This is an optimization exercise on Yosys and OpenROAD, whose aim is a short achievable clock period and few clock cycles, not a production implementation.
The RTL was checked by simulation tests, not by an equivalence proof against the original design.
The flow treats the clock pin as an ideal source, which a real chip does not have.

Setup of the reference run:
Design processor, start of the top module:
module processor (
  input  logic        clk,
  input  logic        reset,
  input  logic [31:0] instruction,
  output logic [31:0] addr,
  output logic [31:0] out,
  output logic        sys_dne,
  output logic        rw
);
  localparam logic [5:0] OP_AND = 6'd6;
  localparam logic [5:0] OP_OR  = 6'd7;
  localparam logic [5:0] OP_XOR = 6'd8;
  localparam logic [5:0] OP_NOT = 6'd9;
  localparam logic [5:0] OP_LI  = 6'd10;
  localparam logic [1:0] FN_AND = 2'd0;
  localparam logic [1:0] FN_OR  = 2'd1;
  localparam logic [1:0] FN_XOR = 2'd2;
  logic [31:0] pc_q;       
  logic [31:0] npc_q;      
  logic [5:0]  f_op;
  logic [4:0]  f_rs, f_rt, f_rd;
  logic        f_and, f_or, f_xor, f_not, f_li, f_wr, f_ua, f_ub;
  logic [4:0]  f_dst;
  logic [31:0] f_sel_a, f_sel_b;
  logic [31:0] f_bk;
  logic        r1_v;
  logic [31:0] r1_sel_a, r1_sel_b;
  logic [31:0] r1_bk;                 
  logic [4:0]  r1_dst;
  logic        r1_wr;
  logic        r1_fa1, r1_fb1;        
  logic        r1_fa2, r1_fb2;        
  logic [1:0]  r1_fn;
  logic        r2_v;
  logic [4:0]  r2_dst;
  logic        r2_wr;
  logic        r2_fa2, r2_fb2;
  logic [31:0] r2_a, r2_b;
  logic [3:0]  r2_t0, r2_t1;          
  assign f_op  = instruction[31:26];
  assign f_rs  = instruction[25:21];
  assign f_rt  = instruction[20:16];
  assign f_rd  = instruction[15:11];
  assign f_and = (f_op == OP_AND);
  assign f_or  = (f_op == OP_OR);
  assign f_xor = (f_op == OP_XOR);
  assign f_not = (f_op == OP_NOT);
  assign f_li  = (f_op == OP_LI);
  assign f_wr  = f_and | f_or | f_xor | f_not | f_li;
  assign f_ua  = f_and | f_or | f_xor | f_not;    
  assign f_ub  = f_and | f_or | f_xor;            
  assign f_dst = f_not ? f_rt : (f_li ? f_rs : f_rd);
  assign f_bk  = f_not ? '1 : (f_li ? {16'h0000, instruction[15:0]} : 32'h0);
  ...
==> module processor, before the edit <==
module processor (
  input  logic        clk,
  input  logic        reset,
  input  logic [31:0] instruction,
  output logic [31:0] addr,
  output logic [31:0] out,
  output logic        sys_dne,
  output logic        rw
);
  localparam logic [5:0] OP_AND = 6'd6;
  localparam logic [5:0] OP_OR  = 6'd7;
  localparam logic [5:0] OP_XOR = 6'd8;
  localparam logic [5:0] OP_NOT = 6'd9;
  localparam logic [5:0] OP_LI  = 6'd10;
  localparam logic [1:0] FN_AND = 2'd0;
  localparam logic [1:0] FN_OR  = 2'd1;
  localparam logic [1:0] FN_XOR = 2'd2;
  logic [31:0] pc_q;       
  logic [31:0] npc_q;      
  logic [5:0]  f_op;
  logic [4:0]  f_rs, f_rt, f_rd;
  logic        f_and, f_or, f_xor, f_not, f_li, f_wr, f_ua, f_ub;
  logic [4:0]  f_dst;
  logic [31:0] f_sel_a, f_sel_b;
  logic [31:0] f_bk;
  logic        r1_v;
  logic [31:0] r1_sel_a, r1_sel_b;
  logic [31:0] r1_bk;                 
  logic [4:0]  r1_dst;
  logic        r1_wr;
  logic        r1_fa1, r1_fb1;        
  logic        r1_fa2, r1_fb2;        
  logic [1:0]  r1_fn;
  logic        r2_v;
  logic [4:0]  r2_dst;
  logic        r2_wr;
  logic        r2_fa2, r2_fb2;
  logic [31:0] r2_a, r2_b;
  logic [3:0]  r2_t0, r2_t1;          
  assign f_op  = instruction[31:26];
  assign f_rs  = instruction[25:21];
  assign f_rt  = instruction[20:16];
  assign f_rd  = instruction[15:11];
  assign f_and = (f_op == OP_AND);
  assign f_or  = (f_op == OP_OR);
  assign f_xor = (f_op == OP_XOR);
  assign f_not = (f_op == OP_NOT);
  assign f_li  = (f_op == OP_LI);
  assign f_wr  = f_and | f_or | f_xor | f_not | f_li;
  assign f_ua  = f_and | f_or | f_xor | f_not;    
  assign f_ub  = f_and | f_or | f_xor;            
  assign f_dst = f_not ? f_rt : (f_li ? f_rs : f_rd);
  assign f_bk  = f_not ? '1 : (f_li ? {16'h0000, instruction[15:0]} : 32'h0);
  always_comb begin
    for (int j = 0; j < 32; j++) begin
      f_sel_a[j] = (f_rs == 5'(j)) && f_ua;
      f_sel_b[j] = (f_rt == 5'(j)) && f_ub;
    end
  end
  logic [31:0] rf [32];
  logic [31:0] rd_a, rd_b;
  logic        hold1, fa, fb;
  logic [1:0]  fn;
  logic [3:0]  t0, t1;
  always_comb begin
    rd_a = '0;
    rd_b = r1_bk;
    for (int j = 0; j < 32; j++) begin
      rd_a = rd_a | ({32{r1_sel_a[j]}} & rf[j]);
      rd_b = rd_b | ({32{r1_sel_b[j]}} & rf[j]);
    end
  end
  assign hold1 = !(r1_v && r1_wr);
  assign fa    = hold1 | r1_fa1;
  assign fb    = hold1 | r1_fb1;
  assign fn    = hold1 ? FN_OR : r1_fn;
  logic [3:0] ka, kb, ka0, kb0, ka1, kb1;
  assign ka  = 4'b1100;
  assign kb  = 4'b1010;
  assign ka0 = fa ? 4'b0000 : ka;
  assign kb0 = fb ? 4'b0000 : kb;
  assign ka1 = fa ? 4'b1111 : ka;
  assign kb1 = fb ? 4'b1111 : kb;
  always_comb begin
    case (fn)
      FN_AND:  begin t0 = ka0 & kb0; t1 = ka1 & kb1; end
      FN_OR:   begin t0 = ka0 | kb0; t1 = ka1 | kb1; end
      default: begin t0 = ka0 ^ kb0; t1 = ka1 ^ kb1; end
    endcase
  end
  logic [31:0] resn_q;     
  logic [31:0] op_a, op_b, p0, p1;
  assign op_a = r2_fa2 ? ~resn_q : r2_a;
  assign op_b = r2_fb2 ? ~resn_q : r2_b;
  always_comb begin
    for (int i = 0; i < 32; i++) begin
      p0[i] = r2_v & r2_t0[{op_a[i], op_b[i]}];
      p1[i] = !r2_v | r2_t1[{op_a[i], op_b[i]}];
    end
  end
  logic        e_v;
  logic        e_clr;      
  logic [31:0] e_we;
  logic [31:0] e_p0, e_p1;
  logic [31:0] out_q;      
  logic        dne_q;
  logic [31:0] x_r;
  assign x_r = {32{!e_clr}} & ((resn_q & e_p0) | (~resn_q & e_p1));
  logic [31:0] x_out;
  assign x_out = {32{!e_clr}} & ((~out_q & e_p0) | (out_q & e_p1));
  always_ff @(posedge clk or negedge reset) begin
    if (!reset) begin
      pc_q   <= '0;
      r1_v   <= 1'b0;
      r2_v   <= 1'b0;
      e_v    <= 1'b0;
      e_clr  <= 1'b1;
      dne_q  <= 1'b0;
    end else begin
      pc_q   <= r1_v ? npc_q : 32'd1;
      r1_v   <= 1'b1;
      r2_v   <= r1_v;
      e_v    <= r2_v;
      e_clr  <= 1'b0;
      dne_q  <= e_v;
    end
  end
  always_ff @(posedge clk) begin
    npc_q  <= r1_v ? npc_q + 32'd1 : 32'd2;
    for (int j = 0; j < 32; j++) e_we[j] <= r2_v & r2_wr & (r2_dst == 5'(j));
    e_p0   <= p0;
    e_p1   <= p1;
    out_q  <= x_out;
    resn_q <= ~x_r;
  end
  always_ff @(posedge clk) begin
    r1_sel_a <= f_sel_a;
    r1_sel_b <= f_sel_b;
    r1_bk    <= f_bk;
    r1_dst   <= f_dst;
    r1_wr    <= f_wr;
    r1_fa1   <= f_ua & r1_v & r1_wr & (r1_dst == f_rs);
    r1_fb1   <= f_ub & r1_v & r1_wr & (r1_dst == f_rt);
    r1_fa2   <= f_ua & r2_v & r2_wr & (r2_dst == f_rs);
    r1_fb2   <= f_ub & r2_v & r2_wr & (r2_dst == f_rt);
    r1_fn    <= f_and ? FN_AND : ((f_or | f_li) ? FN_OR : FN_XOR);
    r2_dst   <= r1_dst;
    r2_wr    <= r1_wr;
    r2_fa2   <= r1_fa2;
    r2_fb2   <= r1_fb2;
    r2_a     <= rd_a;
    r2_b     <= rd_b;
    r2_t0    <= t0;
    r2_t1    <= t1;
    for (int j = 0; j < 32; j++)
      if (e_we[j]) rf[j] <= x_r;
  end
  assign addr    = pc_q;
  assign out     = out_q;
  assign sys_dne = dne_q;
  assign rw      = 1'b0;
endmodule
clock: 6.0 ns
lec_check: 0
cap_margin: 20
core_margin: 2
core_utilization: 45
setup_slack_margin: 4.0
slew_margin: 20
standard.sh (not shown) runs the stock make flow with config.mk's settings and CLKGATE_MAP_FILE= SYNTH_SCRIPT=/design/flow/synth_recipe.tcl, a recipe that flattens the netlist after the stock synthesis.
==> flow/flow/run.sh <==
#!/bin/bash
set -euo pipefail
cd "$(dirname "$0")/.."
P=${FLOW_PLATFORM:-sky130hd}
R=orfs/results/$P/processor/base
PD=$FLOW_HOME/platforms/$P
LIB=$PD/lib/sky130_fd_sc_hd__tt_025C_1v80.lib
bash standard.sh place > flow_place.log 2>&1
best=""
bestlat=99
for combo in 25:100 22:100 25:150 20:100 28:100 25:70; do
  s=${combo%:*}; d=${combo#*:}
  rm -f $R/4_1_cts.odb $R/4_cts.odb $R/4_cts.sdc
  if ! bash standard.sh CTS_CLUSTER_SIZE=$s CTS_CLUSTER_DIAMETER=$d cts > flow_cts_${s}_${d}.log 2>&1; then
    continue
  fi
  m=$(ROOT_MEASURE=1 ROOT_LIB=$LIB PLATFORM_DIR=$PD ROOT_DB=$R/4_cts.odb ROOT_SDC=$R/4_cts.sdc CLK_PORT=clk \
      openroad -no_init -exit flow/root.tcl 2>&1 | tee flow_measure_${s}_${d}.log | grep '^MEASURE' || true)
  echo "$s $d $m" >> flow_cts_choice.log
  read -r _ fan lat slew <<< "$m" || continue
  [[ -z "${slew:-}" ]] && continue
  ok=$(awk -v f="$fan" -v l="$lat" -v sl="$slew" -v b="$bestlat" 'BEGIN{print (f>=1 && f<=16 && sl<0.112 && l<b) ? 1 : 0}')
  if [[ "$ok" == 1 ]]; then
    bestlat=$lat; best=$combo
    mkdir -p flow_best; cp $R/4_1_cts.odb $R/4_cts.odb $R/4_cts.sdc flow_best/
    cp orfs/logs/$P/processor/base/4_1_cts.log flow_best/ 2>/dev/null || true
  fi
done
echo "chosen: ${best:-none} latency $bestlat" >> flow_cts_choice.log
if [[ -n "$best" ]]; then
  cp flow_best/4_1_cts.odb flow_best/4_cts.odb flow_best/4_cts.sdc $R/
  cp flow_best/4_1_cts.log orfs/logs/$P/processor/base/4_1_cts.log 2>/dev/null || true
  ROOT_LIB=$LIB ROOT_DB=$R/4_cts.odb CLK_PORT=clk openroad -no_init -exit flow/root.tcl > flow_root.log 2>&1
  touch $R/4_cts.sdc
else
  rm -f $R/4_1_cts.odb $R/4_cts.odb $R/4_cts.sdc
  bash standard.sh CTS_CLUSTER_SIZE=25 CTS_CLUSTER_DIAMETER=100 cts > flow_cts_fallback.log 2>&1
fi
bash standard.sh > flow_finish.log 2>&1
Other scripts of this flow, unchanged in this note and not shown: flow/flow/root.tcl
Testbench counts of the reference run, summed over its fixed seeds: cycles 16,280.
Relative to the reference run, the following input files were edited for the trial run:
-- flow/design.v --
<<< the reference run, line 13
  localparam logic [5:0] OP_NOT = 6'd9;
  localparam logic [5:0] OP_LI  = 6'd10;
  localparam logic [1:0] FN_AND = 2'd0;
  localparam logic [1:0] FN_OR  = 2'd1;
>>> the trial run, line 13
  localparam logic [5:0] OP_NOT = 6'd9;
  localparam logic [5:0] OP_LI  = 6'd10;
  localparam int W = 17;
  localparam logic [1:0] FN_AND = 2'd0;
  localparam logic [1:0] FN_OR  = 2'd1;
<<< the reference run, line 23
  logic [4:0]  f_dst;
  logic [31:0] f_sel_a, f_sel_b;
  logic [31:0] f_bk;
  logic        r1_v;
  logic [31:0] r1_sel_a, r1_sel_b;
  logic [31:0] r1_bk;                 
  logic [4:0]  r1_dst;
  logic        r1_wr;
>>> the trial run, line 24
  logic [4:0]  f_dst;
  logic [31:0] f_sel_a, f_sel_b;
  logic [W-1:0] f_bk;
  logic        r1_v;
  logic [31:0] r1_sel_a, r1_sel_b;
  logic [W-1:0] r1_bk;                 
  logic [4:0]  r1_dst;
  logic        r1_wr;
<<< the reference run, line 36
  logic        r2_wr;
  logic        r2_fa2, r2_fb2;
  logic [31:0] r2_a, r2_b;
  logic [3:0]  r2_t0, r2_t1;          
  assign f_op  = instruction[31:26];
>>> the trial run, line 37
  logic        r2_wr;
  logic        r2_fa2, r2_fb2;
  logic [W-1:0] r2_a, r2_b;
  logic [3:0]  r2_t0, r2_t1;          
  assign f_op  = instruction[31:26];
<<< the reference run, line 51
  assign f_ub  = f_and | f_or | f_xor;            
  assign f_dst = f_not ? f_rt : (f_li ? f_rs : f_rd);
  assign f_bk  = f_not ? '1 : (f_li ? {16'h0000, instruction[15:0]} : 32'h0);
  always_comb begin
    for (int j = 0; j < 32; j++) begin
>>> the trial run, line 52
  assign f_ub  = f_and | f_or | f_xor;            
  assign f_dst = f_not ? f_rt : (f_li ? f_rs : f_rd);
  assign f_bk  = f_not ? '1 : (f_li ? {1'b0, instruction[15:0]} : '0);
  always_comb begin
    for (int j = 0; j < 32; j++) begin
<<< the reference run, line 58
    end
  end
  logic [31:0] rf [32];
  logic [31:0] rd_a, rd_b;
  logic        hold1, fa, fb;
  logic [1:0]  fn;
>>> the trial run, line 59
    end
  end
  logic [W-1:0] rf [32];
  logic [W-1:0] rd_a, rd_b;
  logic        hold1, fa, fb;
  logic [1:0]  fn;
<<< the reference run, line 67
    rd_b = r1_bk;
    for (int j = 0; j < 32; j++) begin
      rd_a = rd_a | ({32{r1_sel_a[j]}} & rf[j]);
      rd_b = rd_b | ({32{r1_sel_b[j]}} & rf[j]);
    end
  end
>>> the trial run, line 68
    rd_b = r1_bk;
    for (int j = 0; j < 32; j++) begin
      rd_a = rd_a | ({W{r1_sel_a[j]}} & rf[j]);
      rd_b = rd_b | ({W{r1_sel_b[j]}} & rf[j]);
    end
  end
<<< the reference run, line 89
    endcase
  end
  logic [31:0] resn_q;     
  logic [31:0] op_a, op_b, p0, p1;
  assign op_a = r2_fa2 ? ~resn_q : r2_a;
  assign op_b = r2_fb2 ? ~resn_q : r2_b;
  always_comb begin
    for (int i = 0; i < 32; i++) begin
      p0[i] = r2_v & r2_t0[{op_a[i], op_b[i]}];
      p1[i] = !r2_v | r2_t1[{op_a[i], op_b[i]}];
>>> the trial run, line 90
    endcase
  end
  logic [W-1:0] resn_q;    
  logic [W-1:0] op_a, op_b, p0, p1;
  assign op_a = r2_fa2 ? ~resn_q : r2_a;
  assign op_b = r2_fb2 ? ~resn_q : r2_b;
  always_comb begin
    for (int i = 0; i < W; i++) begin
      p0[i] = r2_v & r2_t0[{op_a[i], op_b[i]}];
      p1[i] = !r2_v | r2_t1[{op_a[i], op_b[i]}];
<<< the reference run, line 102
  logic        e_clr;      
  logic [31:0] e_we;
  logic [31:0] e_p0, e_p1;
  logic [31:0] out_q;      
  logic        dne_q;
  logic [31:0] x_r;
  assign x_r = {32{!e_clr}} & ((resn_q & e_p0) | (~resn_q & e_p1));
  logic [31:0] x_out;
  assign x_out = {32{!e_clr}} & ((~out_q & e_p0) | (out_q & e_p1));
  always_ff @(posedge clk or negedge reset) begin
    if (!reset) begin
>>> the trial run, line 103
  logic        e_clr;      
  logic [31:0] e_we;
  logic [W-1:0] e_p0, e_p1;
  logic [31:0] out_q;      
  logic        dne_q;
  logic [W-1:0] x_r;
  assign x_r = {W{!e_clr}} & ((resn_q & e_p0) | (~resn_q & e_p1));
  logic [31:0] x_out, o_p0, o_p1;
  assign o_p0  = {{16{e_p0[16]}}, e_p0[15:0]};
  assign o_p1  = {{16{e_p1[16]}}, e_p1[15:0]};
  assign x_out = {32{!e_clr}} & ((~out_q & o_p0) | (out_q & o_p1));
  always_ff @(posedge clk or negedge reset) begin
    if (!reset) begin
--- outcome ---
In the trial run, number of flops mapped to enable cells by yosys is lower than in the reference run. Relative to the reference run, worst hold slack after final layout has decreased by 0.0052 ns in the trial run. Of the reference run and the trial run, the run reporting the lower global-route usage was the trial run. Compared to the reference run, the trial run leaves less free space in the core. Headroom to the max-slew limit was higher in the trial run than in the reference run.
Testbench counts of the trial run, summed over its fixed seeds: cycles 16,280.

-- static timing again, ports no longer ideal --
No port has a modelled driver above. Below, the same layouts with a new extraction and two added sets of constraints.
Step 1, drivers: a clkbuf_16 drives clk and a buf_2 each remaining input, both assumed.
Step 2, shift: input delay + t, output delay - t, t = (earliest + latest rising clock arrival at the registers) / 2. This alone moves slack from input paths to output paths.
a / b / c = ideal / step 1 / step 2; a / b = the first two.
| run | shift t [ns] | setup WS [ns] | worst setup path after step 2 | latest minus earliest clock arrival (ns) | slew at the worst register clock pin (ns) |
|---|---|---|---|---|---|
| the reference run | 0.690 | 3.745 / 3.581 / 3.481 | input to register | 0.043 / 0.044 | 0.11 / 0.11 |
| the trial run | 0.559 | 3.822 / 3.688 / 3.436 | input to register | 0.038 / 0.037 | 0.10 / 0.10 |
After both steps every run listed still meets setup and hold. The setup slack of the trial run, which loses most, moves by -0.134 ns with the drivers and by -0.386 ns with both steps.
